What follows belongs to an exercise in optimizing a design on an open flow for small area and a short achievable clock period; a production flow would make more cautious choices.
Where RTL was checked, it was by simulation tests only, not by an equivalence proof against the original.
Only the layout flow was run in run 3; the RTL was not checked for function there.
No activity file was given, so power comes from the tool's default toggle rates. The flow treats the clock pin as an ideal source, which a real chip does not have.

## design.v

```verilog
package dac_pkg;
    typedef enum logic [1:0] {IDLE, PRIME, PLAY} state_t;
    localparam int ADDR_W_DEF = 8;
    localparam int DATA_W_DEF = 8;
    localparam logic [7:0] IDLE_CODE = 8'd128;
endpackage
module dac_aoi222 (
    input  logic a0, b0, a1, b1, a2, b2,
    output logic y
);
    assign y = !((a0 && b0) || (a1 && b1) || (a2 && b2));
endmodule
module dac_sample_ram #(
    parameter int ADDR_W = 8,
    parameter int DATA_W = 8,
    parameter int GRP_W  = 3
) (
    input  logic                            clk_35M,
    input  logic                            wr_en,
    input  logic [ADDR_W-1:0]               wr_addr,
    input  logic [DATA_W-1:0]               wr_data,
    input  logic [2**(ADDR_W-GRP_W)-1:0]    rd_sel,    
    output logic [2**GRP_W*DATA_W-1:0]      rd_grp
);
    localparam int N  = 2**ADDR_W;
    localparam int NG = 2**GRP_W;
    localparam int GN = 2**(ADDR_W-GRP_W);
    localparam int NT = GN / 3;               
    localparam int NR = GN - 3 * NT;          
    localparam int NX = NT + (NR > 0 ? 1 : 0);
    logic [N*DATA_W-1:0]       mem;
    logic [N-1:0]              we;
    logic [NG*DATA_W-1:0]      rd_or;
    always_comb
        for (int w = 0; w < N; w++)
            we[w] = wr_en && wr_addr == ADDR_W'(w);
    for (genvar w = 0; w < N; w++) begin : g_word
        always_ff @(posedge clk_35M)
            if (we[w]) mem[w*DATA_W +: DATA_W] <= wr_data;
    end
    for (genvar g = 0; g < NG; g++) begin : g_grp
        for (genvar b = 0; b < DATA_W; b++) begin : g_bit
            logic [NX-1:0] x;    
            for (genvar t = 0; t < NT; t++) begin : g_t
                dac_aoi222 u_aoi (
                    .a0(rd_sel[3*t]),   .b0(mem[(g*GN+3*t)*DATA_W + b]),
                    .a1(rd_sel[3*t+1]), .b1(mem[(g*GN+3*t+1)*DATA_W + b]),
                    .a2(rd_sel[3*t+2]), .b2(mem[(g*GN+3*t+2)*DATA_W + b]),
                    .y(x[t])
                );
            end
            if (NR == 1) begin : g_r1
                assign x[NT] = !(rd_sel[3*NT] && mem[(g*GN+3*NT)*DATA_W + b]);
            end else if (NR == 2) begin : g_r2
                assign x[NT] = !((rd_sel[3*NT] && mem[(g*GN+3*NT)*DATA_W + b]) ||
                                 (rd_sel[3*NT+1] && mem[(g*GN+3*NT+1)*DATA_W + b]));
            end
            assign rd_or[g*DATA_W + b] = !(&x);
        end
    end
    always_ff @(posedge clk_35M) rd_grp <= rd_or;
endmodule
module dac_playback #(
    parameter int ADDR_W = dac_pkg::ADDR_W_DEF,
    parameter int DATA_W = dac_pkg::DATA_W_DEF,
    parameter logic [DATA_W-1:0] IDLE_CODE = DATA_W'(dac_pkg::IDLE_CODE)
) (
    input logic clk_35M,
    input logic rst,
    input  logic              wr_en,
    input  logic [ADDR_W-1:0] wr_addr,
    input  logic [DATA_W-1:0] wr_data,
    input  logic              start,
    input  logic              stop,
    input  logic [ADDR_W-1:0] len,
    input  logic              loop,
    input  logic [7:0]        div,
    input  logic              test_ramp,
    output logic [DATA_W-1:0] da_data,
    output logic              sample_stb,
    output logic              busy,
    output logic              done
);
    localparam int GRP_W = 3;
    localparam int LW    = ADDR_W - GRP_W;
    logic              prime;      
    logic              bnd;        
    logic              bnd_n;      
    logic              play;
    logic              end_now;
    logic              wrap;
    logic [ADDR_W-1:0] len_q;
    logic [ADDR_W-1:0] ra;         
    logic [2**LW-1:0]  rs;         
    logic              eq;         
    logic [7:0]        div_q;
    logic              div_z;
    logic [7:0]        cnt;
    logic              loop_q;
    logic              stop_q;
    logic              first;
    logic              last;
    logic              ramp_q;
    logic [DATA_W-1:0] ramp_v;
    logic [2**GRP_W*DATA_W-1:0] rd_grp;
    logic [GRP_W-1:0]  rd_gsel;    
    logic [DATA_W-1:0] rd_data;
    logic              wq_en;
    logic [ADDR_W-1:0] wq_addr;
    logic [DATA_W-1:0] wq_data;
    logic              hit;        
    logic [DATA_W-1:0] hit_data;
    assign play    = busy && !prime;
    assign end_now = !first && (last || stop_q);
    assign wrap    = ra == len_q;
    assign rd_data = hit ? hit_data : rd_grp[rd_gsel*DATA_W +: DATA_W];
    always_comb begin
        if (prime)      bnd_n = 1'b1;
        else if (!play) bnd_n = 1'b0;
        else if (bnd)   bnd_n = !end_now && div_z;
        else            bnd_n = cnt == 8'd1;
    end
    dac_sample_ram #(.ADDR_W(ADDR_W), .DATA_W(DATA_W), .GRP_W(GRP_W)) u_ram (
        .clk_35M(clk_35M),
        .wr_en(wq_en),
        .wr_addr(wq_addr),
        .wr_data(wq_data),
        .rd_sel(rs),
        .rd_grp(rd_grp)
    );
    always_ff @(posedge clk_35M or posedge rst) begin
        if (rst) begin
            prime      <= 1'b0;
            bnd        <= 1'b0;
            da_data    <= IDLE_CODE;
            sample_stb <= 1'b0;
            busy       <= 1'b0;
            done       <= 1'b0;
        end else begin
            sample_stb <= 1'b0;
            done       <= 1'b0;
            bnd        <= bnd_n;
            if (!busy) begin
                if (start) begin
                    prime <= 1'b1;
                    busy  <= 1'b1;
                end
            end else if (prime) begin
                prime <= 1'b0;
            end else if (bnd) begin
                if (end_now) begin
                    busy    <= 1'b0;
                    done    <= 1'b1;
                    da_data <= IDLE_CODE;
                end else begin
                    da_data    <= ramp_q ? ramp_v : rd_data;
                    sample_stb <= 1'b1;
                end
            end
        end
    end
    always_ff @(posedge clk_35M) begin
        wq_en    <= wr_en;
        wq_addr  <= wr_addr;
        wq_data  <= wr_data;
        hit      <= wq_en && wq_addr == ra;
        hit_data <= wq_data;
        eq      <= wrap;
        rd_gsel <= ra[ADDR_W-1 -: GRP_W];
        if (bnd_n) begin
            ra <= wrap ? '0 : ra + 1'b1;
            rs <= wrap ? (2**LW)'(1) : {rs[2**LW-2:0], rs[2**LW-1]};
        end
        if (!busy) begin
            if (start) begin
                len_q  <= len;
                div_q  <= div;
                div_z  <= div == 8'd0;
                loop_q <= loop;
                ra     <= '0;
                rs     <= (2**LW)'(1);
                stop_q <= 1'b0;
                first  <= 1'b1;
                last   <= 1'b0;
                ramp_q <= test_ramp;
                ramp_v <= '0;
            end
        end else if (prime) begin
            stop_q <= stop;
        end else begin
            if (stop) stop_q <= 1'b1;
            if (!bnd) cnt <= cnt - 1'b1;
            else if (!end_now) begin
                cnt    <= div_q;
                first  <= 1'b0;
                last   <= !ramp_q && !loop_q && eq;
                ramp_v <= ramp_v + 1'b1;
            end
        end
    end
endmodule
```

## run.sh

```bash
#!/bin/bash
# synth_recipe.tcl (not shown) runs the flow's synth.tcl, then flattens the netlist and writes it again
# the make line also repeats each setting of config.mk as NAME=value (left out here)
make -C /OpenROAD-flow-scripts/flow DESIGN_CONFIG=/design/flow/config.mk WORK_HOME=/design/flow/orfs CLKGATE_MAP_FILE= SYNTH_SCRIPT=/design/flow/synth_recipe.tcl finish
```

## config.mk

```make
export PLATFORM = sky130hd
export DESIGN_NAME = dac_playback
export DESIGN_NICKNAME = dac_playback
export VERILOG_FILES = /design/flow/design.v
export SDC_FILE = /design/flow/constraint.sdc
export NUM_CORES = 4
export LEC_CHECK = 0
export CAP_MARGIN = 20
export CORE_MARGIN = 2
export CORE_UTILIZATION = 55
export SETUP_SLACK_MARGIN = 3.4
export SLEW_MARGIN = 20
export SYNTH_HIERARCHICAL = 1
export TNS_END_PERCENT = 100
```

## constraint.sdc

```tcl
create_clock -name core_clock -period 6.0 [get_ports {clk_35M}]
set_input_delay 1.2000 -clock core_clock [delete_from_list [all_inputs] [get_ports {clk_35M}]]
set_output_delay 1.2000 -clock core_clock [all_outputs]
set_load 0.01 [all_outputs]
```

==> results by group, run 1 <==
Power and ir drop
  – VDD IR max: between 200 and 300 uV
  – Pwr Density: approximately 380 nW/um2
  – Power Total: 34.26 mW
  – Leakage: between 20 and 30 nW

Cells and area
  – Area grow syn2layout: 16.18%
  – Fillers: around 9500
  – Layout cells sized above 1: 0.1828
  – Multi-input logic area: 14150 um2
  – Final #Nets: about 4200
  – Register area: roughly 66000 um2

Critical path
  – Critical Path AT: about 3200 ps
  – WP buf/inv: 1
  – Setup CP Type: flop to flop
  – Critical path's largest stage delay: about 730 ps
  – R2r setup slk: 3290 ps
  – Crit-path cells: nand2_4 > buf_6 > nor3_2
  – RR Startpoint: wq_addr[3]$_DFF_P_
  – Cell count along the critical path: 3
  – CP Max Fanout: 50
  – Worst path required time: 6460 ps
  – Slowest cell on crit path: nor3_2
  – Family with the most delay on the worst path: simple AND/OR/NAND/NOR gates
  – Critical Path End Type: flop
  – Setup crit end: u_ram.mem[1530]$_DFFE_PP_
  – Critical Path Start: wq_addr[3]$_DFF_P_
  – Reg2reg end: u_ram.mem[1530]$_DFFE_PP_
  – R2R cell count: 3
  – Startpoint types: flop

Logic synthesis
  – Yosys synthesis warning count: 8
  – Post-synthesis cell count: 3876
  – EDFF count, synth: 2086
  – Syn_nets: 3919
  – Async S/R FF share, synth: 0.005822
  – Synthesized area: ~78000 um2
  – Synthesized area per cell: about 20 um2
  – Cell variety after synth: between 60 and 70
  – Top_reg_cell synth: edfxtp_1
  – FF+latch count, synth: roughly 2200
  – Register area share after synthesis: 0.8391

Clock tree
  – CTS root buf: clkbuf_16
  – CTS Buffer Depth: 3
  – Clock sink count: around 2200
  – Clock Latency Late Sink: 840 ps
  – CTS tree: yes
  – Clock-pin slew on the worst setup and hold paths: 60 ps
  – H-Tree Depth: 4
  – Total CTS buffers: 212
  – # hold bufs at CTS: 0

Timing
  – Final Hold Fails: 0
  – Worst hold slack: approximately 500 ps
  – Fin crit period: approximately 2700 ps
  – Clock Skews: roughly 29 ps
  – RSZ-0062 raised after global routing: true
  – Pin slew with the least headroom to its limit: about 1200 ps
  – Max transition margin: 0.1848
  – Final setup violation count: 0
  – TNS Setup: 0 ps
  – Final WS setup: 3292 ps
  – Fin crit share: 0.4513
  – Achievable frequency: between 300 and 400 MHz
  – Slew Viols, Final: 0

Run
  – Max-Cap Viols: 0

Placed design
  – HPWL after DPL: around 120000 um
  – IO buf count: just under 50
  – Routability cong.: around 0.84
  – Place WS: just over 2000 ps

Floorplanning
  – Site Rows: ~140
  – Starting Density: 0.5532
  – I/O Pins: 50
  – Die area: ~150000 um2
  – Core box area: roughly 140000 um2
  – Die span in y: 381.2 um
  – Die W: around 380 um

GRT
  – Vias in the first global route: ~42000
  – Global-route wire length before repair: between 300000 and 400000 um
  – Global Route Usage Sum: 0.2910
  – Largest net degree at the start of global routing: ~190
  – Initial antenna violation count: 4
  – Grt total ovfl: 0

Status
  – Status: timing/DRC/antenna clean

Hold path
  – Worst hold path class: flop to flop

Drt
  – # DRC: 0
  – Routed wire length: roughly 210000 um
  – TritonRoute pass-1 iters: 10
  – Via count: between 40000 and 50000
  – WL per Instance: roughly 34 um
  – Via density: just over 7
  – Routed Antenna Nets: 0
  – DRT iter0 DRCs: roughly 9000
## state kept, by name, indices dropped and copies added (netlist names), 3 cells and up
register,cells
div_q,8
wq_addr,8
rs,32
hit_data,8
da_data,8
len_q,8
ramp_v,8
u_ram.mem,2048
cnt,8
u_ram.rd_grp,64
ra,8
rd_gsel,3
wq_data,8
## how the worst min path moves through the flow
stage | from | endpoint | slack (ps) | cells past startpoint
global placement | da_data[7]$_DFFE_PP1P_ | da_data[7]$_DFFE_PP1P_ | 470 | 2
global route | rs[1]$_DFF_P_ | rs[1]$_DFF_P_ | 520 | 2
detailed placement | da_data[7]$_DFFE_PP1P_ | da_data[7]$_DFFE_PP1P_ | 470 | 2
floorplan | ra[5]$_DFF_P_ | rd_gsel[0]$_DFF_P_ | 330 | 0
finish | da_data[7]$_DFFE_PP1P_ | da_data[7]$_DFFE_PP1P_ | 490 | 2
CTS | da_data[7]$_DFFE_PP1P_ | da_data[7]$_DFFE_PP1P_ | 490 | 2
## tightest hold or removal path, delay by kind of cell (launching register included)
family,cells,cell delay (ps)
buf+inv,1,40
compound gates,1,70
flops,1,370
## metal layers
metal | GRT usage | routed length [um] | up-vias
met3 | 0.05385 | 22970 | 306
met5 | 0 | 0 | -
met1 | 0.4382 | 86720 | 22720
met4 | 0.08447 | 5413 | 0
met2 | 0.4394 | 98520 | 2933
li1 | - | - | 18160
## cell type report
cell class / instances / area share
Sequential cell: 2233 / 0.7235
Multi-Input combinational cell: 1510 / 0.1557
Clock buffer: 251 / 0.06088
Tap cell: 1890 / 0.02602
Timing Repair Buffer: 169 / 0.01718
Clock inverter: 139 / 0.01628
Inverter: 9 / 0.0003717
Antenna cell: 1 / 0.00002753
## report_power, final
part / leakage [nW] / internal (mW) / switching (mW)
Clock: 3.41 / 7.78 / 5.66
Sequential: 20.1 / 17.4 / 0.530
Combinational: 5.40 / 0.935 / 1.92
## through the flow
step                instances  utilization  instance area, um2
floorplan                3876            -               78250
global placement         5774       0.5756               81400
detailed placement       5777       0.5760               81450
CTS                      6198       0.6392               90390
global route             6201       0.6428               90890
finish                   6202       0.6428               90900
## layout by cell type (no fill, tap or decap), types with 21 or more instances in the layout
master / n
edfxtp_1: 2086
a222oi_1: 640
clkbuf_16: 214
nand4_1: 133
nor3_4: 129
nand2_1: 118
nor3_2: 107
buf_4: 92
dfxtp_1: 86
a22o_1: 65
or4_1: 65
clkinv_2: 41
clkinv_1: 39
clkdlybuf4s50_1: 38
clkbuf_1: 33
o22ai_1: 32
bufinv_16: 28
dfxtp_2: 27
nor2_1: 21
dfxtp_4: 21
## cells in the mapped netlist (3+ instances only)
library cell | number | area, um2
nor4_1 | 5 | 31.28
o21ai_0 | 13 | 65.06
a311oi_1 | 6 | 52.55
a22o_1 | 65 | 569.3
o221ai_1 | 6 | 52.55
nor2_1 | 21 | 78.83
ha_1 | 4 | 50.05
nand4b_1 | 4 | 35.03
edfxtp_1 | 2086 | 62640
dfxtp_1 | 134 | 2683
inv_1 | 8 | 30.03
clkbuf_1 | 84 | 315.3
buf_1 | 6 | 22.52
or4b_1 | 3 | 30.03
or4_1 | 66 | 495.5
xnor2_1 | 18 | 157.7
nor3_1 | 253 | 1266
o31ai_1 | 4 | 30.03
nand2b_1 | 10 | 62.56
nand4_1 | 133 | 832.1
and3_1 | 10 | 62.56
xor2_1 | 9 | 78.83
buf_6 | 8 | 90.09
buf_2 | 28 | 140.1
a21oi_1 | 4 | 20.02
mux2i_1 | 8 | 80.08
nand2_1 | 119 | 446.7
nand3b_1 | 5 | 37.54
nand4bb_1 | 6 | 67.56
a222oi_1 | 640 | 6406
a22oi_1 | 5 | 37.54
mux4_2 | 16 | 360.4
dfrtp_1 | 12 | 300.3
o22ai_1 | 32 | 200.2
nand3_1 | 8 | 40.04
## repair_timing
item,in CTS,in global routing
setup buffers,26,3
gates resized for setup,384,79
setup endpoints to repair,1982,1153
pin swaps,15,5
cloned,5,0
## modules after synthesis, one instance, submodules excluded, excerpt
module	cell area, um2	cells	flip-flops and latches
dac_playback	5014	418	121
dac_aoi222	10.01	1	0
## logic make-up after synthesis
group                    share of synthesized area
XOR/XNOR                                  0.003023
AND/OR/NAND/NOR                            0.04599
AO/OA/AOI/OAI                              0.09765
adder cells (fa/ha/maj)                  0.0006397
buffers and inverters                     0.007948
flip-flops                                  0.8391
multiplexers                              0.005629
==> inputs of run 2 (changes only) <==
--- a/design.v
+++ b/design.v
@@ -18,4 +18,4 @@
     input  logic                            clk_35M,
-    input  logic                            wr_en,
-    input  logic [ADDR_W-1:0]               wr_addr,
+    input  logic [2**(ADDR_W/2)-1:0]        wr_row,    
+    input  logic [2**(ADDR_W-ADDR_W/2)-1:0] wr_col,    
     input  logic [DATA_W-1:0]               wr_data,
@@ -35,3 +35,3 @@
         for (int w = 0; w < N; w++)
-            we[w] = wr_en && wr_addr == ADDR_W'(w);
+            we[w] = wr_row[w >> (ADDR_W-ADDR_W/2)] && wr_col[w % 2**(ADDR_W-ADDR_W/2)];
     for (genvar w = 0; w < N; w++) begin : g_word
@@ -107,3 +107,6 @@
     logic [DATA_W-1:0] rd_data;
+    localparam int HW = ADDR_W / 2;
     logic              wq_en;
+    logic [2**HW-1:0]  wq_row;
+    logic [2**(ADDR_W-HW)-1:0] wq_col;
     logic [ADDR_W-1:0] wq_addr;
@@ -124,4 +127,4 @@
         .clk_35M(clk_35M),
-        .wr_en(wq_en),
-        .wr_addr(wq_addr),
+        .wr_row(wq_row),
+        .wr_col(wq_col),
         .wr_data(wq_data),
@@ -164,2 +167,6 @@
         wq_addr  <= wr_addr;
+        for (int i = 0; i < 2**HW; i++)
+            wq_row[i] <= wr_en && wr_addr[ADDR_W-1:ADDR_W-HW] == HW'(i);
+        for (int i = 0; i < 2**(ADDR_W-HW); i++)
+            wq_col[i] <= wr_addr[ADDR_W-HW-1:0] == (ADDR_W-HW)'(i);
         wq_data  <= wr_data;
==> flow/run.sh (new file) <==
#!/bin/bash
# The standard layout (standard.sh, ORFS from synthesis to finish), with clock tree synthesis
# given larger sink clusters and no dummy loads: fewer, shared clock buffers.
set -euo pipefail
bash standard.sh \
  CTS_ARGS="-sink_clustering_enable -repair_clock_nets -dont_use_dummy_load -sink_clustering_size 30 -sink_clustering_max_diameter 100" \
  finish > flow_make.log 2>&1
==> standard.sh (new file) <==
#!/bin/bash
# synth_recipe.tcl (not shown) runs the flow's synth.tcl, then flattens the netlist and writes it again
# the make line also repeats each setting of config.mk as NAME=value (left out here)
make -C /OpenROAD-flow-scripts/flow DESIGN_CONFIG=/design/flow/config.mk WORK_HOME=/design/flow/orfs CLKGATE_MAP_FILE= SYNTH_SCRIPT=/design/flow/synth_recipe.tcl "${@:-finish}"
removed: run.sh
==> results by group, run 2 <==
Power and ir drop
  – Int Power: 21.51 mW (-18%)
  – VDD IR max: 366.8 uV (+26%)
  – Share of power burned in combinational logic: 0.110 (+0.027)
  – P_sw: 6.668 mW (-18%)
  – Pwr Density: 333.2 nW/um2 (-12%)
  – Clock share of power: 0.245 (-0.147)
  – Leakage: 25.70 nW (-11%)
  – Power Total: 28.18 mW (-18%)
  – Part of the power in registers: 0.644 (+0.120)
  – Switching portion of total power: 0.2366 (about the same)

Placed design
  – Routability cong.: 0.8013 (-5.1%)
  – HPWL after DPL: 115000 um (-2.0%)
  – DP Cell Count: 5802 (+0.43%)
  – Place WS: 2356 ps (+295.8 ps)
  – IO buf count: 49 (unchanged)

Drt
  – Routed wire length: 203600 um (-4.7%)
  – WL per Instance: 34.39 um (-0.16%)
  – DRT iter0 DRCs: 7140 (-19%)
  – # DRC: 0 (unchanged)
  – Via count: 41030 (-7.0%)
  – Via density: 6.928 (-2.6%)
  – Routed Antenna Nets: 0 (unchanged)
  – TritonRoute pass-1 iters: 10 (unchanged)

Clock tree
  – CTS Buffer Depth: 3 (unchanged)
  – CTS root buf: clkbuf_16
  – Clock Latency Late Sink: 740 ps (-100 ps)
  – Total CTS buffers: 85 (-60%)
  – CTS tree: yes
  – Clock sink count: 2265 (+1.4%)
  – # hold bufs at CTS: 0 (unchanged)
  – Clock-pin slew on the worst setup and hold paths: 110 ps (+50 ps)
  – H-Tree Depth: 3 (-1)

Floorplanning
  – Starting Density: 0.5532 (about the same)
  – Die span in y: 383.7 um (+0.65%)
  – Site Rows: 139 (+0.72%)
  – Die area: 147200 um2 (+1.3%)
  – Core box area: 143300 um2 (+1.3%)
  – Die W: 383.7 um (+0.65%)
  – I/O Pins: 50 (unchanged)

GRT
  – Grt total ovfl: 0 (unchanged)
  – Global-route wire length before repair: 285600 um (-6.0%)
  – Initial antenna violation count: 18 (+14)
  – Vias in the first global route: 38970 (-7.4%)
  – Global Route Usage Sum: 0.2743 (-0.01669)
  – Largest net degree at the start of global routing: 201 (+6.9%)

Timing
  – Fin crit share: 0.4284 (-0.02291)
  – Clock Skews: 37.38 ps (+8.577 ps)
  – RSZ-0062 raised after global routing: true
  – Fin crit period: 2570 ps (-137.4 ps)
  – Final setup violation count: 0 (unchanged)
  – Final WS setup: 3430 ps (+137.4 ps)
  – Achievable frequency: 389.1 MHz (+5.3%)
  – Slew Viols, Final: 0 (unchanged)
  – Pin slew with the least headroom to its limit: 1216 ps (-6.899 ps)
  – Final Hold Fails: 0 (unchanged)
  – Max transition margin: 0.1894 (+0.004600)
  – TNS Setup: 0 ps (unchanged)

Critical path
  – Family with the most delay on the worst path: flip-flops
  – Crit-path cells: buf_6
  – Critical Path End Type: output pin
  – Setup CP Type: flop to output pin
  – WP buf/inv: 1 (unchanged)
  – Critical path's largest stage delay: 550 ps (-180 ps)
  – Critical Path AT: 1370 ps (-1790 ps)
  – Worst path required time: 4800 ps (-1660 ps)
  – Slowest cell on crit path: dfstp_2
  – CP Max Fanout: 2 (-96%)
  – Startpoint types: flop

Cells and area
  – Max FFs per register: 2048 (unchanged)
  – Fillers: 10530 (+11%)
  – Non-Filler Instances: 5922 (-4.5%)
  – Layout cells sized above 1: 0.07773 (-0.1051)
  – Commonest non-fill, non-tap cell in the layout: edfxtp_1
  – Most frequent cells in the layout: edfxtp_1, a222oi_1, and2_1, nand4_1, nand2_1
  – Area grow syn2layout: 6.660%
  – Regs by FF count: u_ram.mem (2048), u_ram.rd_grp (64), rs (32)
  – Largest register by flop count: u_ram.mem
  – Final #Nets: 4033 (-3.5%)
  – Final core occ: 0.5900 (-0.05275)

Logic synthesis
  – EDFF count, synth: 2086 (unchanged)
  – Synthesized area per cell: 20.48 um2 (+1.5%)
  – Synth cell count leaders: edfxtp_1, a222oi_1, and2_1
  – Area fraction of the dominant cell type after synthesis: 0.7902 (-0.01049)
  – Register area share after synthesis: 0.8362 (-0.002911)
  – Syn_nets: 3913 (-0.15%)
  – Async S/R FF share, synth: 0.005740 (-0.00008225)
  – FF+latch count, synth: 2265 (+1.4%)
  – Top_reg_cell synth: edfxtp_1
  – Most frequent cell after synthesis: edfxtp_1
  – Yosys synthesis warning count: 8 (unchanged)
  – Post-synthesis cell count: 3870 (-0.15%)
  – Top cells by area, synth: edfxtp_1, a222oi_1, dfxtp_1
  – Cell variety after synth: 64 (+1.6%)
  – Synthesized area: 79270 um2 (+1.3%)
  – Top cell type by total area after synthesis: edfxtp_1

Hold path
  – Worst hold path class: flop to flop

Run
  – Max-Cap Viols: 0 (unchanged)

Status
  – Status: timing/DRC/antenna clean
==> run 2: changes by cell type after synthesis, moves of 20 or more <==
cell,before,now
and2_1,1,257
clkbuf_1,84,40
dfxtp_1,134,166
nor2_1,21,41
nor3_1,253,10
or4_1,66,5
or4_4,2,62
==> run 2: metal layers <==
layer,part of all wire,track usage
met1,0.40,0.3972
met2,0.48,0.4277
met3,0.086,0.04737
met4,0.031,0.09165
met5,0,0
==> run 2: power groups by stage <==
| stage | Combinational, mW | Clock (mW) | Sequential [mW] |
|---|---|---|---|
| floorplan | 1.66 | 0 | 18.5 |
| global placement | 3.06 | 0 | 18.5 |
| detailed placement | 3.10 | 0 | 18.5 |
| CTS | 3.11 | 7.03 | 18.1 |
| global route | 3.28 | 7.52 | 18.2 |
| finish | 3.11 | 6.91 | 18.2 |
==> run 2: logic make-up after synthesis <==
family	Yosys count	synth area share
AO/OA/AOI/OAI	795	0.09626
AND/OR/NAND/NOR	669	0.05238
buffers and inverters	85	0.005855
flip-flops	2265	0.8362
multiplexers	25	0.005682
XOR/XNOR	27	0.002983
adder cells (fa/ha/maj)	4	0.0006313
==> run 2: path summary, 6_finish.rpt <==
path / startpoint / endpoint / slack, ps / cells past startpoint
setup / recovery: da_data[7]$_DFFE_PP1P_ / da_data[7] / 3430 / 1
setup reg to reg: rs[11]$_DFF_P_ / u_ram.rd_grp[39]$_DFF_P_ / 3440 / 4
max in group asynchronous: rst / bnd$_DFF_PP0_ / 4810 / 2
hold reg to reg: da_data[7]$_DFFE_PP1P_ / da_data[7]$_DFFE_PP1P_ / 500 / 2
hold / removal: da_data[7]$_DFFE_PP1P_ / da_data[7]$_DFFE_PP1P_ / 500 / 2
min in group asynchronous: rst / da_data[0]$_DFFE_PP0P_ / 800 / 2
==> run 2: cell type report <==
cell class	instances	area, um2	share of cell area
Timing Repair Buffer	106	1006	0.01190
Multi-Input combinational cell	1520	12530	0.1482
Antenna cell	31	77.57	0.0009174
Timing Repair inverter	1	5.005	0.00005919
Clock buffer	85	2127	0.02516
Sequential cell	2265	66380	0.7851
Inverter	11	45.04	0.0005327
Tap cell	1903	2381	0.02816
==> run 2: per-module statistics from Yosys (local to each module, per instance), a selection <==
| module | cells | area (um2) | copies in the design |
|---|---|---|---|
| dac_aoi222 | 1 | 10.01 | 640 |
| dac_playback | 496 | 5894 | 1 |
==> run 2: repair_timing <==
item,CTS,global route
endpoints found under the setup margin,35,16
resized for setup,38,8
setup buffers,3,0
pin swaps,1,1
gates cloned,1,0
==> run 2: metrics by stage <==
| stage | hold WS (ps) | instance area (um2) |
|---|---|---|
| final | 496.4 | 84550 |
| after global placement | 477.7 | 82280 |
| after detailed placement | 474.9 | 82330 |
| after CTS | 499.7 | 84490 |
| after floorplan | 325.8 | 79280 |
| after global routing | 512.5 | 84480 |
==> run 2: worst reg2reg max path, cell delays in order (launching register included) <==
cell	delay (ps)
dfxtp_2	530
buf_4	430
a222oi_1	610
nand4_1	380
or4_4	520
==> inputs of run 3 (changes only) <==
--- a/design.v
+++ b/design.v
@@ -107,2 +107,3 @@
     logic [DATA_W-1:0] rd_data;
+    logic [DATA_W-1:0] da_q;       
     localparam int HW = ADDR_W / 2;
@@ -115,2 +116,3 @@
     logic [DATA_W-1:0] hit_data;
+    assign da_data = da_q ^ IDLE_CODE;
     assign play    = busy && !prime;
@@ -137,3 +139,3 @@
             bnd        <= 1'b0;
-            da_data    <= IDLE_CODE;
+            da_q       <= '0;
             sample_stb <= 1'b0;
@@ -156,5 +158,5 @@
                     done    <= 1'b1;
-                    da_data <= IDLE_CODE;
+                    da_q    <= '0;
                 end else begin
-                    da_data    <= ramp_q ? ramp_v : rd_data;
+                    da_q       <= (ramp_q ? ramp_v : rd_data) ^ IDLE_CODE;
                     sample_stb <= 1'b1;
==> flow/run.sh (replaced) <==
#!/bin/bash
# The standard layout (standard.sh: ORFS from synthesis to finish) with two changes:
# - the port buffers are buf_4 cells (the default picks a delay cell);
# - clock tree synthesis uses larger sink clusters and no dummy loads: fewer clock buffers.
# make's full output goes to flow_make.log here; ORFS keeps each step's log under orfs/logs.
set -euo pipefail
bash standard.sh \
  BUFFER_PORTS_ARGS="-buffer_cell sky130_fd_sc_hd__buf_4" \
  CTS_ARGS="-sink_clustering_enable -repair_clock_nets -dont_use_dummy_load -sink_clustering_size 30 -sink_clustering_max_diameter 100" \
  finish > flow_make.log 2>&1
--- a/config.mk
+++ b/config.mk
@@ -10,3 +10,3 @@
 export CORE_UTILIZATION = 55
-export SETUP_SLACK_MARGIN = 3.4
+export SETUP_SLACK_MARGIN = 3.6
 export SLEW_MARGIN = 20
==> results by group, run 3 <==
Status
  – Status: timing/DRC/antenna clean

Power and ir drop
  – Part of the power in registers: 0.648 (+0.004)
  – Pwr Density: 332.0 nW/um2 (-0.37%)
  – VDD IR max: 257.5 uV (-30%)
  – Int Power: 21.54 mW (+0.13%)
  – Switching portion of total power: 0.2358 (-0.0008583)
  – P_sw: 6.644 mW (-0.35%)
  – Clock share of power: 0.245 (about the same)
  – Leakage: 25.95 nW (+0.95%)
  – Share of power burned in combinational logic: 0.106 (-0.004)

Cells and area
  – Most frequent cells in the layout: edfxtp_1, a222oi_1, and2_1, nand4_1, dfxtp_1
  – Non-Filler Instances: 5937 (+0.25%)
  – Commonest non-fill, non-tap cell in the layout: edfxtp_1
  – Layout cells sized above 1: 0.08884 (+0.01111)
  – Final #Nets: 4052 (+0.47%)
  – Final core occ: 0.5916 (+0.001578)
  – Largest register by flop count: u_ram.mem
  – Area grow syn2layout: 6.944%
  – Regs by FF count: u_ram.mem (2048), u_ram.rd_grp (64), rs (32)
  – Fillers: 10500 (-0.24%)
  – Max FFs per register: 2048 (unchanged)

Floorplanning
  – Core box area: 143500 um2 (+0.12%)
  – Die span in y: 383.9 um (about the same)
  – Die W: 383.9 um (about the same)
  – Starting Density: 0.5532 (about the same)
  – I/O Pins: 50 (unchanged)
  – Site Rows: 139 (unchanged)
  – Die area: 147400 um2 (+0.12%)

Critical path
  – Critical Path End Type: output pin
  – Slowest cell on crit path: dfrtp_1
  – CP Max Fanout: 2 (unchanged)
  – WP buf/inv: 1 (unchanged)
  – Critical path's largest stage delay: 430 ps (-120 ps)
  – Startpoint types: flop
  – RR Startpoint: rs[0]$_DFF_P_
  – Crit-path cells: buf_6
  – Worst path required time: 4800 ps (about the same)
  – Setup CP Type: flop to output pin
  – Critical Path AT: 1300 ps (-70 ps)
  – R2r setup slk: 3550 ps (+110 ps)
  – Reg2reg end: u_ram.rd_grp[29]$_DFF_P_
  – Family with the most delay on the worst path: flip-flops
  – R2R cell count: 4 (unchanged)

Logic synthesis
  – Syn_nets: 3923 (+0.26%)
  – EDFF count, synth: 2086 (unchanged)
  – Most frequent cell after synthesis: edfxtp_1
  – Post-synthesis cell count: 3880 (+0.26%)
  – Synth cell count leaders: edfxtp_1, a222oi_1, and2_1
  – Yosys synthesis warning count: 8 (unchanged)
  – Top_reg_cell synth: edfxtp_1
  – Synthesized area per cell: 20.46 um2 (-0.13%)
  – Async S/R FF share, synth: 0.005740 (unchanged)
  – Cell variety after synth: 58 (-9.4%)
  – Top cell type by total area after synthesis: edfxtp_1
  – Register area share after synthesis: 0.8352 (-0.001044)
  – Top cells by area, synth: edfxtp_1, a222oi_1, dfxtp_1
  – Area fraction of the dominant cell type after synthesis: 0.7892 (-0.0009716)
  – Synthesized area: 79370 um2 (+0.12%)
  – FF+latch count, synth: 2265 (unchanged)

Timing
  – Clock Skews: 48.31 ps (+10.93 ps)
  – Worst hold slack: 452.0 ps (-44.40 ps)
  – Pin slew with the least headroom to its limit: 1119 ps (-96.63 ps)
  – Final WS setup: 3496 ps (+66.05 ps)
  – RSZ-0062 raised after global routing: true
  – Fin crit period: 2504 ps (-66.05 ps)
  – Slew Viols, Final: 0 (unchanged)
  – Fin crit share: 0.4173 (-0.01101)
  – Final Hold Fails: 0 (unchanged)
  – Final setup violation count: 0 (unchanged)
  – Achievable frequency: 399.4 MHz (+2.6%)
  – TNS Setup: 0 ps (unchanged)
  – Max transition margin: 0.2539 (+0.06442)

Hold path
  – Worst hold start: wq_en$_DFF_P_
  – Hold EP: hit$_DFF_P_
  – Hold Path Depth: 2 (unchanged)
  – Worst hold path class: flop to flop

Drt
  – Via count: 41120 (+0.23%)
  – DRT iter0 DRCs: 6780 (-5.0%)
  – Via density: 6.926 (about the same)
  – # DRC: 0 (unchanged)
  – TritonRoute pass-1 iters: 9 (-1)
  – WL per Instance: 34.36 um (about the same)
  – Routed wire length: 204000 um (+0.17%)
  – Routed Antenna Nets: 0 (unchanged)

Clock tree
  – CTS tree: yes
  – CTS root buf: clkbuf_16
  – Clock Latency Late Sink: 730 ps (about the same)
  – Clock sink count: 2265 (unchanged)
  – Total CTS buffers: 85 (unchanged)
  – Clock-pin slew on the worst setup and hold paths: 110 ps (about the same)
  – # hold bufs at CTS: 0 (unchanged)
  – H-Tree Depth: 3 (unchanged)
  – CTS Buffer Depth: 3 (unchanged)

Placed design
  – DP Cell Count: 5809 (+0.12%)
  – Place WS: 2645 ps (+288.9 ps)
  – HPWL after DPL: 118000 um (+2.6%)
  – Routability cong.: 0.8463 (+5.6%)
  – IO buf count: 49 (unchanged)

GRT
  – Grt total ovfl: 0 (unchanged)
  – Initial antenna violation count: 21 (+3)
  – Global-route wire length before repair: 284300 um (-0.46%)
  – Global Route Usage Sum: 0.2721 (-0.002207)
  – Largest net degree at the start of global routing: 183 (-9.0%)
  – Vias in the first global route: 38910 (-0.16%)

Run
  – Max-Cap Viols: 0 (unchanged)
==> run 3: final cells by class <==
type	instances	area [um2]	area share
repair inverters	1	5.005	0.00005896
diodes	27	67.56	0.0007960
repair buffers	125	1282	0.01511
well taps	1903	2381	0.02805
flip-flops and latches	2265	66400	0.7822
clock buffers	85	2127	0.02506
inverters	12	48.80	0.0005749
multi-input cells	1519	12570	0.1481
==> run 3: per-layer routing <==
metal / global-route usage / up-vias / wire [um]
li1: - / 17420 / -
met1: 0.3842 / 21580 / 80940
met2: 0.4328 / 1936 / 98450
met3: 0.05243 / 188 / 19200
met4: 0.08548 / 2 / 5384
met5: 0 / - / 11
==> run 3: worst max-delay path by stage <==
stage                         from              end  cells past startpoint
6_report       da_q[4]$_DFFE_PP0P_       da_data[4]                      1
3_3_place_gp                 start    ra[2]$_DFF_P_                      6
3_5_place_dp                 start    ra[2]$_DFF_P_                      6
4_1_cts        da_q[4]$_DFFE_PP0P_       da_data[4]                      1
5_1_grt        da_q[3]$_DFFE_PP0P_       da_data[3]                      1
2_1_floorplan                start  first$_DFFE_PP_                      4
==> run 3: per-stage QoR <==
stage	instance area [um2]	total power, mW
after floorplan	79400	20.15
after global placement	82240	21.51
after detailed placement	82240	21.53
after CTS	84570	28.25
after global routing	84830	29.02
final	84880	28.18
==> run 3: logic make-up (layout without fill, tap and decap cells) <==
group / count (synthesis) / after routing / share of synthesized area
AO/OA/AOI/OAI: 796 / 796 / 0.09635
XOR/XNOR: 27 / 27 / 0.002979
adder cells (fa/ha/maj): 4 / 4 / 0.0006306
buffers and inverters: 96 / 223 / 0.006684
flip-flops: 2265 / 2265 / 0.8352
multiplexers: 25 / 25 / 0.005974
other: 0 / 27 / 0
AND/OR/NAND/NOR: 667 / 667 / 0.05223
==> run 3: Yosys stat by module (local to each module, per instance), a selection <==
module,flip-flops and latches,cells inside,cell area [um2]
dac_playback,153,506,5992
dac_aoi222,0,1,10.01
==> run 3: repair_timing <==
item,CTS,global route
resized for setup,50,32
setup buffers,4,8
setup endpoints to repair,174,42
cloned,0,3
pin swaps,21,14
==> run 3: power groups by stage <==
stage	sequential [mW]	clock [mW]	combinational, mW
final	18.3	6.92	2.99
after global routing	18.3	7.53	3.19
after CTS	18.2	7.03	2.98
after detailed placement	18.6	0	2.93
after global placement	18.6	0	2.90
after floorplan	18.4	0	1.70
==> inputs of run 4 (changes only) <==
--- a/design.v
+++ b/design.v
@@ -11,2 +11,14 @@
     assign y = !((a0 && b0) || (a1 && b1) || (a2 && b2));
+endmodule
+module dac_nand #(parameter int W = 4) (
+    input  logic [W-1:0] a,
+    output logic         y
+);
+    assign y = !(&a);
+endmodule
+module dac_nor #(parameter int W = 4) (
+    input  logic [W-1:0] a,
+    output logic         y
+);
+    assign y = !(|a);
 endmodule
@@ -22,3 +34,3 @@
     input  logic [2**(ADDR_W-GRP_W)-1:0]    rd_sel,    
-    output logic [2**GRP_W*DATA_W-1:0]      rd_grp
+    output logic [2**GRP_W*DATA_W-1:0]      rd_grp_n
 );
@@ -30,5 +42,6 @@
     localparam int NX = NT + (NR > 0 ? 1 : 0);
+    localparam int NC = (NX + 3) / 4;         
     logic [N*DATA_W-1:0]       mem;
     logic [N-1:0]              we;
-    logic [NG*DATA_W-1:0]      rd_or;
+    logic [NG*DATA_W-1:0]      rd_nor;
     always_comb
@@ -43,2 +56,3 @@
             logic [NX-1:0] x;    
+            logic [NC-1:0] c;    
             for (genvar t = 0; t < NT; t++) begin : g_t
@@ -57,6 +71,11 @@
             end
-            assign rd_or[g*DATA_W + b] = !(&x);
-        end
-    end
-    always_ff @(posedge clk_35M) rd_grp <= rd_or;
+            for (genvar k = 0; k < NC; k++) begin : g_c
+                localparam int K0 = 4 * k;
+                localparam int KW = NX - K0 < 4 ? NX - K0 : 4;
+                dac_nand #(.W(KW)) u_nand (.a(x[K0 +: KW]), .y(c[k]));
+            end
+            dac_nor #(.W(NC)) u_nor (.a(c), .y(rd_nor[g*DATA_W + b]));
+        end
+    end
+    always_ff @(posedge clk_35M) rd_grp_n <= rd_nor;
 endmodule
@@ -104,4 +123,4 @@
     logic [DATA_W-1:0] ramp_v;
-    logic [2**GRP_W*DATA_W-1:0] rd_grp;
-    logic [GRP_W-1:0]  rd_gsel;    
+    logic [2**GRP_W*DATA_W-1:0] rd_grp_n;
+    logic [2**GRP_W-1:0] rd_gsel;  
     logic [DATA_W-1:0] rd_data;
@@ -109,9 +128,4 @@
     localparam int HW = ADDR_W / 2;
-    logic              wq_en;
-    logic [2**HW-1:0]  wq_row;
-    logic [2**(ADDR_W-HW)-1:0] wq_col;
-    logic [ADDR_W-1:0] wq_addr;
-    logic [DATA_W-1:0] wq_data;
-    logic              hit;        
-    logic [DATA_W-1:0] hit_data;
+    logic [2**HW-1:0]  wr_row;
+    logic [2**(ADDR_W-HW)-1:0] wr_col;
     assign da_data = da_q ^ IDLE_CODE;
@@ -120,3 +134,13 @@
     assign wrap    = ra == len_q;
-    assign rd_data = hit ? hit_data : rd_grp[rd_gsel*DATA_W +: DATA_W];
+    always_comb begin
+        rd_data = '0;
+        for (int g = 0; g < 2**GRP_W; g++)
+            rd_data = rd_data | ({DATA_W{rd_gsel[g]}} & ~rd_grp_n[g*DATA_W +: DATA_W]);
+    end
+    always_comb begin
+        for (int i = 0; i < 2**HW; i++)
+            wr_row[i] = wr_en && wr_addr[ADDR_W-1:ADDR_W-HW] == HW'(i);
+        for (int i = 0; i < 2**(ADDR_W-HW); i++)
+            wr_col[i] = wr_addr[ADDR_W-HW-1:0] == (ADDR_W-HW)'(i);
+    end
     always_comb begin
@@ -129,7 +153,7 @@
         .clk_35M(clk_35M),
-        .wr_row(wq_row),
-        .wr_col(wq_col),
-        .wr_data(wq_data),
+        .wr_row(wr_row),
+        .wr_col(wr_col),
+        .wr_data(wr_data),
         .rd_sel(rs),
-        .rd_grp(rd_grp)
+        .rd_grp_n(rd_grp_n)
     );
@@ -160,3 +184,4 @@
                 end else begin
-                    da_q       <= (ramp_q ? ramp_v : rd_data) ^ IDLE_CODE;
+                    da_q       <= ({DATA_W{ramp_q}} & (ramp_v ^ IDLE_CODE)) |
+                                  ({DATA_W{!ramp_q}} & (rd_data ^ IDLE_CODE));
                     sample_stb <= 1'b1;
@@ -167,13 +192,5 @@
     always_ff @(posedge clk_35M) begin
-        wq_en    <= wr_en;
-        wq_addr  <= wr_addr;
-        for (int i = 0; i < 2**HW; i++)
-            wq_row[i] <= wr_en && wr_addr[ADDR_W-1:ADDR_W-HW] == HW'(i);
-        for (int i = 0; i < 2**(ADDR_W-HW); i++)
-            wq_col[i] <= wr_addr[ADDR_W-HW-1:0] == (ADDR_W-HW)'(i);
-        wq_data  <= wr_data;
-        hit      <= wq_en && wq_addr == ra;
-        hit_data <= wq_data;
         eq      <= wrap;
-        rd_gsel <= ra[ADDR_W-1 -: GRP_W];
+        for (int g = 0; g < 2**GRP_W; g++)
+            rd_gsel[g] <= ra[ADDR_W-1 -: GRP_W] == GRP_W'(g);
         if (bnd_n) begin
@@ -183,15 +200,13 @@
         if (!busy) begin
-            if (start) begin
-                len_q  <= len;
-                div_q  <= div;
-                div_z  <= div == 8'd0;
-                loop_q <= loop;
-                ra     <= '0;
-                rs     <= (2**LW)'(1);
-                stop_q <= 1'b0;
-                first  <= 1'b1;
-                last   <= 1'b0;
-                ramp_q <= test_ramp;
-                ramp_v <= '0;
-            end
+            len_q  <= len;
+            div_q  <= div;
+            div_z  <= div == 8'd0;
+            loop_q <= loop;
+            ra     <= '0;
+            rs     <= (2**LW)'(1);
+            stop_q <= 1'b0;
+            first  <= 1'b1;
+            last   <= 1'b0;
+            ramp_q <= test_ramp;
+            ramp_v <= '0;
         end else if (prime) begin
--- a/config.mk
+++ b/config.mk
@@ -9,3 +9,3 @@
 export CORE_MARGIN = 2
-export CORE_UTILIZATION = 55
+export CORE_UTILIZATION = 62
 export SETUP_SLACK_MARGIN = 3.6
==> results by group, run 4 <==
Logic synthesis
  – EDFF count, synth: 2075 (-0.53%)
  – Register area share after synthesis: 0.8355 (about the same)
  – Cell variety after synth: 55 (-5.2%)
  – Synth cell count leaders: edfxtp_1, a222oi_1, and2_1
  – Top cells by area, synth: edfxtp_1, a222oi_1, dfxtp_1
  – Top cell type by total area after synthesis: edfxtp_1
  – Area fraction of the dominant cell type after synthesis: 0.7995 (+0.01032)
  – Synthesized area per cell: 20.25 um2 (-0.99%)
  – Post-synthesis cell count: 3848 (-0.82%)
  – FF+latch count, synth: 2212 (-2.3%)
  – Most frequent cell after synthesis: edfxtp_1
  – Syn_nets: 3891 (-0.82%)
  – Top_reg_cell synth: edfxtp_1
  – Async S/R FF share, synth: 0.005877 (+0.0001375)
  – Yosys synthesis warning count: 8 (unchanged)
  – Synthesized area: 77930 um2 (-1.8%)

GRT
  – Grt total ovfl: 0 (unchanged)
  – Global Route Usage Sum: 0.3381 (+0.06606)
  – Global-route wire length before repair: 302200 um (+6.3%)
  – Largest net degree at the start of global routing: 164 (-10%)
  – Vias in the first global route: 40400 (+3.9%)
  – Initial antenna violation count: 15 (-29%)

Floorplanning
  – Site Rows: 130 (-6.5%)
  – Die span in y: 358.5 um (-6.6%)
  – Starting Density: 0.6223 (+0.06907)
  – Die area: 128600 um2 (-13%)
  – I/O Pins: 50 (unchanged)
  – Core box area: 125200 um2 (-13%)
  – Die W: 358.5 um (-6.6%)

Timing
  – Final Hold Fails: 0 (unchanged)
  – Fin crit period: 2490 ps (-14.49 ps)
  – Slew Viols, Final: 0 (unchanged)
  – Fin crit share: 0.4149 (-0.002415)
  – Max transition margin: 0.1876 (-0.06622)
  – Achievable frequency: 401.7 MHz (+0.58%)
  – Clock Skews: 38.38 ps (-9.924 ps)
  – RSZ-0062 raised after global routing: true
  – TNS Setup: 0 ps (unchanged)
  – Final setup violation count: 0 (unchanged)
  – Pin slew with the least headroom to its limit: 1207 ps (+88.20 ps)

Status
  – Status: timing/DRC/antenna clean

Critical path
  – Slowest cell on crit path: dfrtp_2
  – CP Max Fanout: 2 (unchanged)
  – WP buf/inv: 1 (unchanged)
  – Startpoint types: flop
  – Setup CP Type: flop to output pin
  – Crit-path cells: buf_6
  – RR Startpoint: rs[15]$_SDFFE_PN0P_
  – Critical Path Start: busy$_DFF_PP0_
  – Critical path's largest stage delay: 450 ps (+20 ps)
  – Family with the most delay on the worst path: flip-flops
  – Critical Path End Type: output pin
  – Critical Path AT: 1290 ps (about the same)
  – Worst path required time: 4800 ps (about the same)

Placed design
  – IO buf count: 49 (unchanged)
  – HPWL after DPL: 132800 um (+12%)
  – Routability cong.: 0.9739 (+15%)

Cells and area
  – Fillers: 8057 (-23%)
  – Regs by FF count: u_ram.mem (2048), u_ram.rd_grp_n (64), rs (32)
  – Most frequent cells in the layout: edfxtp_1, a222oi_1, nand4_1, and2_2, buf_4
  – Area grow syn2layout: 7.327%
  – Commonest non-fill, non-tap cell in the layout: edfxtp_1
  – Final core occ: 0.6679 (+0.07625)
  – Register area: 65170 um2 (-1.9%)
  – Max FFs per register: 2048 (unchanged)
  – Layout cells sized above 1: 0.1376 (+0.04878)
  – Multi-input logic area: 12690 um2 (+0.96%)
  – Largest register by flop count: u_ram.mem
  – Final #Nets: 4056 (+0.099%)

Clock tree
  – # hold bufs at CTS: 0 (unchanged)
  – H-Tree Depth: 3 (unchanged)
  – Clock Latency Late Sink: 710 ps (-20 ps)
  – CTS root buf: clkbuf_16
  – Clock-pin slew on the worst setup and hold paths: 110 ps (about the same)
  – CTS tree: yes
  – Clock sink count: 2212 (-2.3%)
  – CTS Buffer Depth: 3 (unchanged)
  – Total CTS buffers: 83 (-2.4%)

Drt
  – Routed wire length: 219100 um (+7.4%)
  – Via density: 7.666 (+11%)
  – TritonRoute pass-1 iters: 13 (+4)
  – # DRC: 0 (unchanged)
  – Via count: 43460 (+5.7%)
  – Routed Antenna Nets: 0 (unchanged)
  – WL per Instance: 38.64 um (+12%)
  – DRT iter0 DRCs: 11560 (+71%)

Hold path
  – Worst hold start: eq$_DFF_P_
  – Worst hold path class: flop to flop

Power and ir drop
  – VDD IR max: 255.3 uV (-0.85%)
  – Leakage: 25.44 nW (-2.0%)
  – Pwr Density: 326.4 nW/um2 (-1.7%)

Run
  – Max-Cap Viols: 0 (unchanged)
-- run 4: routing by layer --
metal / routed length [um] / global-route usage / up-vias
met5: 51 / 0 / -
met4: 7861 / 0.1161 / 8
met3: 27460 / 0.07416 / 434
met2: 102400 / 0.5238 / 3617
met1: 81350 / 0.4847 / 22090
li1: - / - / 17310
-- run 4: cell type report --
type                       count  area share
sequential                  2212      0.7791
multi-input combinational   1531      0.1517
clock buffer                  83     0.02483
tap                         1650     0.02468
timing repair buffer         155     0.01797
inverter                      30    0.001406
antenna                        8   0.0002393
-- run 4: logic make-up (layout without fill, tap and decap cells) --
logic type / count (synthesis) / count (layout) / synth area share
other: 0 / 8 / 0
adders and majority gates: 4 / 4 / 0.0006422
buffers and inverters: 105 / 268 / 0.007979
DFF: 2212 / 2212 / 0.8355
muxes: 2 / 2 / 0.0002569
and+or+nand+nor: 690 / 690 / 0.05430
AOI/OAI and AO/OA: 814 / 814 / 0.09893
xor gates and xnor gates: 21 / 21 / 0.002360
-- run 4: repair_timing --
| item | CTS | global route |
|---|---|---|
| setup endpoints to repair | 1462 | 485 |
| buffers inserted | 20 | 6 |
| resized for setup | 32 | 29 |
| pin swaps | 12 | 9 |
-- run 4: metrics by stage --
stage	instance area (um2)	total power [mW]	worst slack [ps]	cells	hold slack (ps)
after floorplan	78280	19.24	3498	3848	433.5
after global placement	81070	20.79	2359	5552	456.4
after detailed placement	81070	20.82	2316	5552	483.1
after CTS	83460	27.29	3462	5655	507.4
after global routing	83630	28.01	3472	5661	525.0
final	83650	27.30	3510	5669	501.2
-- run 4: path summary, 6_finish.rpt --
check	to	slack (ps)	cells after the start
setup / recovery	busy	3510	1
min in group asynchronous	prime$_DFFE_PP0P_	520	2
setup reg to reg	u_ram.rd_grp_n[12]$_DFF_P_	3560	4
hold reg to reg	last$_SDFFE_PN0P_	500	2
hold / removal	last$_SDFFE_PN0P_	500	2
max in group asynchronous	busy$_DFF_PP0_	5090	2
-- run 4: per-module statistics from Yosys (local to each module, per instance), excerpt --
module	times used	cells	flip-flops and latches
dac_aoi222	640	1	0
dac_playback	1	474	100
-- run 4: power by group --
| group | internal (mW) | switching [mW] |
|---|---|---|
| logic | 0.898 | 2.02 |
| registers | 17.3 | 0.412 |
| clock network | 2.50 | 4.18 |
==> inputs of run 5 (changes only) <==
--- a/design.v
+++ b/design.v
@@ -105,2 +105,3 @@
     logic              prime;      
+    logic              idle;       
     logic              bnd;        
@@ -131,3 +132,3 @@
     assign da_data = da_q ^ IDLE_CODE;
-    assign play    = busy && !prime;
+    assign play    = !idle && !prime;
     assign end_now = !first && (last || stop_q);
@@ -166,2 +167,3 @@
             busy       <= 1'b0;
+            idle       <= 1'b1;
             done       <= 1'b0;
@@ -171,3 +173,3 @@
             bnd        <= bnd_n;
-            if (!busy) begin
+            if (idle) begin
                 if (start) begin
@@ -175,2 +177,3 @@
                     busy  <= 1'b1;
+                    idle  <= 1'b0;
                 end
@@ -181,2 +184,3 @@
                     busy    <= 1'b0;
+                    idle    <= 1'b1;
                     done    <= 1'b1;
@@ -199,3 +203,3 @@
         end
-        if (!busy) begin
+        if (idle) begin
             len_q  <= len;
==> results by group, run 5 <==
Floorplanning
  – Starting Density: 0.6226 (about the same)
  – Core box area: 125200 um2 (unchanged)
  – I/O Pins: 50 (unchanged)
  – Die span in y: 358.6 um (about the same)
  – Die W: 358.6 um (about the same)
  – Die area: 128600 um2 (about the same)
  – Site Rows: 130 (unchanged)

Drt
  – WL per Instance: 38.56 um (-0.23%)
  – Via density: 7.619 (-0.61%)
  – Via count: 43410 (-0.12%)
  – Routed wire length: 219700 um (+0.27%)
  – Routed Antenna Nets: 0 (unchanged)
  – # DRC: 0 (unchanged)
  – DRT iter0 DRCs: 10390 (-10%)
  – TritonRoute pass-1 iters: 15 (+2)

Clock tree
  – CTS root buf: clkbuf_16
  – Clock sink count: 2213 (+0.045%)
  – Clock Latency Late Sink: 720 ps (about the same)
  – Clock-pin slew on the worst setup and hold paths: 110 ps (about the same)
  – # hold bufs at CTS: 0 (unchanged)
  – CTS tree: yes
  – Total CTS buffers: 83 (unchanged)
  – H-Tree Depth: 3 (unchanged)
  – CTS Buffer Depth: 3 (unchanged)

Critical path
  – Critical path's largest stage delay: 430 ps (-20 ps)
  – WP buf/inv: 1 (unchanged)
  – Worst path required time: 4800 ps (about the same)
  – Crit-path cells: buf_6
  – Startpoint types: flop
  – Slowest cell on crit path: dfrtp_1
  – Setup CP Type: flop to output pin
  – Critical Path End Type: output pin
  – Critical Path AT: 1270 ps (-20 ps)
  – CP Max Fanout: 2 (unchanged)
  – Family with the most delay on the worst path: flip-flops

Timing
  – Fin crit share: 0.4109 (-0.004043)
  – TNS Setup: 0 ps (unchanged)
  – Pin slew with the least headroom to its limit: 1111 ps (-96.51 ps)
  – Final setup violation count: 0 (unchanged)
  – Final WS setup: 3535 ps (+24.26 ps)
  – Max transition margin: 0.2526 (+0.06493)
  – Achievable frequency: 405.6 MHz (+0.98%)
  – Final Hold Fails: 0 (unchanged)
  – Fin crit period: 2465 ps (-24.26 ps)
  – RSZ-0062 raised after global routing: true
  – Clock Skews: 33.41 ps (-4.974 ps)
  – Worst hold slack: 490.3 ps (-10.94 ps)
  – Slew Viols, Final: 0 (unchanged)

Cells and area
  – Regs by FF count: u_ram.mem (2048), u_ram.rd_grp_n (64), rs (32)
  – Commonest non-fill, non-tap cell in the layout: edfxtp_1
  – Fillers: 8029 (-0.35%)
  – Area grow syn2layout: 7.457%
  – Layout cells sized above 1: 0.1387 (+0.001039)
  – Max FFs per register: 2048 (unchanged)
  – Largest register by flop count: u_ram.mem
  – Most frequent cells in the layout: edfxtp_1, a222oi_1, nand4_1, and2_2, buf_4
  – Final #Nets: 4062 (+0.15%)
  – Non-Filler Instances: 5697 (+0.49%)

GRT
  – Initial antenna violation count: 18 (+3)
  – Vias in the first global route: 40520 (+0.30%)
  – Global-route wire length before repair: 302300 um (about the same)
  – Grt total ovfl: 0 (unchanged)
  – Global Route Usage Sum: 0.3385 (+0.0003783)
  – Largest net degree at the start of global routing: 128 (-22%)

Placed design
  – Routability cong.: 0.9396 (-3.5%)
  – Place WS: 2386 ps (+70.26 ps)
  – IO buf count: 49 (unchanged)
  – HPWL after DPL: 134600 um (+1.4%)
  – DP Cell Count: 5562 (+0.18%)

Logic synthesis
  – Synthesized area: 77970 um2 (about the same)
  – Most frequent cell after synthesis: edfxtp_1
  – Register area share after synthesis: 0.8355 (about the same)
  – Syn_nets: 3896 (+0.13%)
  – Top_reg_cell synth: edfxtp_1
  – Async S/R FF share, synth: 0.006326 (+0.0004492)
  – Area fraction of the dominant cell type after synthesis: 0.7991 (about the same)
  – Top cells by area, synth: edfxtp_1, a222oi_1, dfxtp_1
  – Top cell type by total area after synthesis: edfxtp_1
  – FF+latch count, synth: 2213 (+0.045%)
  – Synthesized area per cell: 20.24 um2 (about the same)
  – EDFF count, synth: 2075 (unchanged)
  – Cell variety after synth: 54 (-1.8%)
  – Synth cell count leaders: edfxtp_1, a222oi_1, and2_1
  – Post-synthesis cell count: 3853 (+0.13%)
  – Yosys synthesis warning count: 8 (unchanged)

Hold path
  – Worst hold path class: flop to flop

Power and ir drop
  – VDD IR max: 256.6 uV (+0.53%)
  – Leakage: 25.53 nW (+0.38%)
  – Pwr Density: 325.2 nW/um2 (-0.35%)

Run
  – Max-Cap Viols: 0 (unchanged)

Status
  – Status: timing/DRC/antenna clean
[run 5: cell type report]
| type | instances | area [um2] | area share |
|---|---|---|---|
| multi-input cells | 1536 | 12730 | 0.1520 |
| flip-flops and latches | 2213 | 65190 | 0.7781 |
| clock buffers | 83 | 2077 | 0.02479 |
| inverters | 28 | 105.1 | 0.001254 |
| well taps | 1650 | 2064 | 0.02464 |
| repair buffers | 157 | 1538 | 0.01835 |
| diodes | 30 | 75.07 | 0.0008960 |
[run 5: metrics by stage]
step / util / power (mW) / instance area (um2)
6_report: 0.6690 / 27.25 / 83790
3_5_place_dp: 0.6481 / 20.80 / 81180
2_1_floorplan: - / 19.22 / 78320
5_1_grt: 0.6684 / 27.97 / 83720
4_1_cts: 0.6674 / 27.28 / 83590
3_3_place_gp: 0.6479 / 20.74 / 81140
[run 5: path summary, 6_finish.rpt]
kind / from / end / slack, ps / depth (start not counted)
max: da_q[2]$_DFFE_PP0P_ / da_data[2] / 3530 / 1
min: eq$_DFF_P_ / last$_SDFFE_PP0P_ / 490 / 2
max reg2reg: rd_gsel[6]$_DFF_P_ / da_q[2]$_DFFE_PP0P_ / 3560 / 5
min reg2reg: eq$_DFF_P_ / last$_SDFFE_PP0P_ / 490 / 2
max in group asynchronous: rst / idle$_DFF_PP1_ / 5090 / 2
min in group asynchronous: rst / da_q[2]$_DFFE_PP0P_ / 530 / 2
[run 5: cells by family (layout without fill, tap and decap cells)]
family,Yosys count,in the layout,share of synthesized area
AND/OR/NAND/NOR,690,690,0.05424
adder cells (fa/ha/maj),4,4,0.0006419
flip-flops,2213,2213,0.8355
multiplexers,2,2,0.0002568
buffers and inverters,104,268,0.008104
XOR/XNOR,21,21,0.002359
AO/OA/AOI/OAI,819,819,0.09894
other,0,30,0
[run 5: routing by layer]
layer  global-route usage  up-vias  wire [um]  share of wire
met5                    0        -        150        0.00068
met4               0.1173       22       7701          0.035
met3              0.07157      385      26710           0.12
met2               0.5372     3515     104700           0.48
met1               0.4741    22120      80380           0.37
li1                     -    17370          -              -
[run 5: where the power goes]
group / leakage, nW / switching [mW] / internal (mW)
clock: 1.02 / 4.19 / 2.50
sequential: 19.9 / 0.485 / 17.3
combinational: 4.63 / 1.89 / 0.903
[run 5: per-module statistics from Yosys, one instance, submodules excluded, excerpt]
module        area (um2)  flops+latches
dac_playback        4566            101
dac_aoi222         10.01              0
[run 5: repair_timing]
action / in CTS / in global routing
pin swaps: 14 / 6
endpoints found under the setup margin: 1270 / 339
resized for setup: 40 / 33
buffers inserted: 19 / 3
==> inputs of run 6 (changes only) <==
==> flow/run.sh (replaced) <==
#!/bin/bash
# The standard layout (standard.sh: ORFS from synthesis to finish) with two changes:
# - the port buffers are buf_4 cells (the default picks a delay cell);
# - clock tree synthesis builds the tree from buf_12 cells (buf_16 at the root), with sink clusters
#   of up to 25 registers and no dummy loads: fewer, faster clock buffers.
# make's full output goes to flow_make.log here; ORFS keeps each step's log under orfs/logs.
set -euo pipefail
bash standard.sh \
  BUFFER_PORTS_ARGS="-buffer_cell sky130_fd_sc_hd__buf_4" \
  CTS_ARGS="-sink_clustering_enable -repair_clock_nets -dont_use_dummy_load -sink_clustering_size 25 -sink_clustering_max_diameter 150 -buf_list sky130_fd_sc_hd__buf_12 -root_buf sky130_fd_sc_hd__buf_16" \
  finish > flow_make.log 2>&1
==> results by group, run 6 <==
Drt
  – Routed wire length: 220000 um (+0.15%)
  – # DRC: 0 (unchanged)
  – Routed Antenna Nets: 0 (unchanged)
  – DRT iter0 DRCs: 10750 (+3.4%)
  – Via count: 43390 (-0.046%)
  – TritonRoute pass-1 iters: 11 (-4)
  – Via density: 7.612 (about the same)
  – WL per Instance: 38.60 um (+0.10%)

Timing
  – Fin crit share: 0.4047 (-0.006198)
  – Clock Skews: 47.06 ps (+13.65 ps)
  – RSZ-0062 raised after global routing: true
  – Final WS setup: 3572 ps (+37.19 ps)
  – Max transition margin: 0.2753 (+0.02277)
  – Pin slew with the least headroom to its limit: 1077 ps (-33.84 ps)
  – Final Hold Fails: 0 (unchanged)
  – Worst hold slack: 499.1 ps (+8.844 ps)
  – Fin crit period: 2428 ps (-37.19 ps)
  – Final setup violation count: 0 (unchanged)
  – TNS Setup: 0 ps (unchanged)
  – Slew Viols, Final: 0 (unchanged)
  – Achievable frequency: 411.8 MHz (+1.5%)

Critical path
  – Critical Path AT: 1230 ps (-40 ps)
  – Crit-path cells: buf_6
  – Critical Path End Type: output pin
  – Worst path required time: 4800 ps (about the same)
  – Startpoint types: flop
  – Setup CP Type: flop to output pin
  – Critical path's largest stage delay: 420 ps (about the same)
  – Family with the most delay on the worst path: flip-flops
  – CP Max Fanout: 2 (unchanged)
  – Slowest cell on crit path: dfrtp_1
  – WP buf/inv: 1 (unchanged)

Logic synthesis
  – Yosys synthesis warning count: 8 (unchanged)
  – Compound-Gate Fraction of Synth Area: 0.09894 (unchanged)
  – Xor and xnor fraction of the mapped netlist area: 0.002359 (unchanged)
  – Adder-cell area share of the yosys netlist: 0.0006419 (unchanged)
  – Synthesized area: 77970 um2 (unchanged)
  – Register area share after synthesis: 0.8355 (unchanged)
  – Cell variety after synth: 54 (unchanged)
  – Synth cell count leaders: edfxtp_1, a222oi_1, and2_1
  – Synth Area in Simple Gates: 0.05424 (unchanged)
  – Multiplexer share of the synthesized area: 0.0002567 (unchanged)
  – Async S/R FF share, synth: 0.006326 (unchanged)
  – Area fraction of the dominant cell type after synthesis: 0.7991 (unchanged)
  – Post-synthesis cell count: 3853 (unchanged)
  – Syn_nets: 3896 (unchanged)
  – Top cells by area, synth: edfxtp_1, a222oi_1, dfxtp_1
  – Synthesized area per cell: 20.24 um2 (unchanged)
  – Top_reg_cell synth: edfxtp_1
  – Most frequent cell after synthesis: edfxtp_1
  – EDFF count, synth: 2075 (unchanged)
  – Top cell type by total area after synthesis: edfxtp_1
  – Largest family of logic cells by synthesized area: compound AO/OA/AOI/OAI gates
  – FF+latch count, synth: 2213 (unchanged)

Power and ir drop
  – Power Total: 27.57 mW (+1.2%)
  – VDD IR max: 255.9 uV (-0.30%)
  – Pwr Density: 329.1 nW/um2 (+1.2%)
  – Leakage: 25.49 nW (-0.18%)

Clock tree
  – # hold bufs at CTS: 0 (unchanged)
  – Clock sink count: 2213 (unchanged)
  – H-Tree Depth: 3 (unchanged)
  – Clock-pin slew on the worst setup and hold paths: 100 ps (about the same)
  – CTS Buffer Depth: 3 (unchanged)
  – CTS tree: yes
  – CTS root buf: buf_16
  – Total CTS buffers: 98 (+18%)
  – Clock Latency Late Sink: 690 ps (-30 ps)

Status
  – Status: timing/DRC/antenna clean

Cells and area
  – Final #Nets: 4079 (+0.42%)
  – Max FFs per register: 2048 (unchanged)
  – Commonest non-fill, non-tap cell in the layout: edfxtp_1
  – Area grow syn2layout: 7.444% (about the same)
  – Non-Filler Instances: 5700 (+0.053%)
  – Largest register by flop count: u_ram.mem
  – Fin area: 83780 um2 (about the same)
  – Most frequent cells in the layout: edfxtp_1, a222oi_1, nand4_1, and2_2
  – Layout cells sized above 1: 0.1435 (+0.004869)
  – Regs by FF count: u_ram.mem (2048), u_ram.rd_grp_n (64), rs (32)
  – Final core occ: 0.6689 (about the same)

Placed design
  – Place WS: 2386 ps (unchanged)
  – HPWL after DPL: 134600 um (unchanged)
  – DP Cell Count: 5562 (unchanged)
  – IO buf count: 49 (unchanged)
  – Area after DPL: 81180 um2 (unchanged)
  – Routability cong.: 0.9396 (unchanged)

Floorplanning
  – Site Rows: 130 (unchanged)
  – Die span in y: 358.6 um (unchanged)
  – I/O Pins: 50 (unchanged)
  – Die area: 128600 um2 (unchanged)
  – Core box area: 125200 um2 (unchanged)
  – Starting Density: 0.6226 (unchanged)
  – Die W: 358.6 um (unchanged)

Run
  – Max-Cap Viols: 0 (unchanged)

GRT
  – Initial antenna violation count: 18 (unchanged)
  – Global Route Usage Sum: 0.3394 (+0.0008427)
  – Largest net degree at the start of global routing: 128 (unchanged)
  – Global-route wire length before repair: 302800 um (+0.15%)
  – Grt total ovfl: 0 (unchanged)
  – Vias in the first global route: 40470 (-0.14%)

Hold path
  – Worst hold path class: flop to flop
[run 6: changes by cell type in the layout (fill, tap and decap cells not counted), sizes merged]
cell	previous run	this run
diode	30	16
clkinv	1	0
buf	149	249
clkbuf	91	8
clkinvlp	0	1
[run 6: repair_timing]
| item | CTS | global route |
|---|---|---|
| resized for setup | 41 | 45 |
| endpoints found under the setup margin | 1401 | 382 |
| pin swaps | 14 | 6 |
| buffers inserted | 20 | 4 |
[run 6: logic make-up after synthesis]
logic type | Yosys count
adder cells (fa/ha/maj) | 4
multiplexers | 2
XOR/XNOR | 21
AO/OA/AOI/OAI | 819
AND/OR/NAND/NOR | 690
buffers and inverters | 104
flip-flops | 2213
[run 6: report_power, final]
part	internal, mW	switching, mW	total (mW)
clock network	2.63	4.37	7.00
registers	17.3	0.485	17.8
logic	0.907	1.89	2.80
[run 6: path summary, 6_finish.rpt]
kind / from / endpoint / slack, ps / cells after the start
max in group asynchronous: rst / idle$_DFF_PP1_ / 5060 / 2
min reg2reg: eq$_DFF_P_ / last$_SDFFE_PP0P_ / 500 / 2
min in group asynchronous: rst / da_q[2]$_DFFE_PP0P_ / 560 / 2
max reg2reg: rd_gsel[6]$_DFF_P_ / da_q[2]$_DFFE_PP0P_ / 3600 / 5
min: eq$_DFF_P_ / last$_SDFFE_PP0P_ / 500 / 2
max: da_q[2]$_DFFE_PP0P_ / da_data[2] / 3570 / 1
[run 6: layout make-up]
| class | count | area, um2 |
|---|---|---|
| Clock buffer | 98 | 2029 |
| Multi-Input combinational cell | 1536 | 12740 |
| Sequential cell | 2213 | 65200 |
| Tap cell | 1650 | 2064 |
| Fill cell | 8019 | 41470 |
| Inverter | 28 | 108.9 |
| Antenna cell | 16 | 40.04 |
| Timing Repair Buffer | 159 | 1597 |
[run 6: per-module statistics from Yosys (local to each module, per instance), a selection]
module / copies in the design / flip-flops and latches / cells
dac_aoi222: 640 / 0 / 1
dac_playback: 1 / 101 / 479
[run 6: per-layer routing]
| metal | share of wire | vias up | GRT usage |
|---|---|---|---|
| li1 | - | 17390 | - |
| met1 | 0.37 | 22090 | 0.4821 |
| met2 | 0.48 | 3477 | 0.5354 |
| met3 | 0.12 | 410 | 0.06538 |
| met4 | 0.034 | 20 | 0.1194 |
| met5 | 0.00056 | - | 0 |

-- port drivers added, routing unchanged --
The flow's constraints put no driver on any port. The routed layouts listed below were extracted and timed again, unchanged, in two steps.
Step 1, drivers: a clkbuf_16 drives clk_35M and a buf_2 each remaining input, both assumed.
Step 2 times the ports against the registers' clock, not the clock port: input delays grow and output delays shrink by t, the midpoint of the rising clock arrivals with the driver on.
Slacks: ideal / step 1 / step 2; pairs: ideal / step 1.
run	shift t [ns]	slack for setup (ns)	clock arrival spread, ns	cell pins on the clock port's net
run 1	0.895	3.292 / 3.271 / 2.704	0.033 / 0.033	1
run 2	0.795	3.430 / 3.353 / 2.797	0.042 / 0.043	1
run 3	0.786	3.496 / 3.421 / 3.106	0.050 / 0.051	1
run 4	0.768	3.510 / 3.437 / 2.771	0.040 / 0.040	1
run 5	0.782	3.535 / 3.456 / 2.818	0.044 / 0.045	1
run 6	0.753	3.572 / 3.486 / 2.864	0.051 / 0.052	1
After both steps every run listed still meets setup and hold. The setup slack of run 4, which loses most, moves by -0.073 ns with the drivers and by -0.739 ns with both steps.
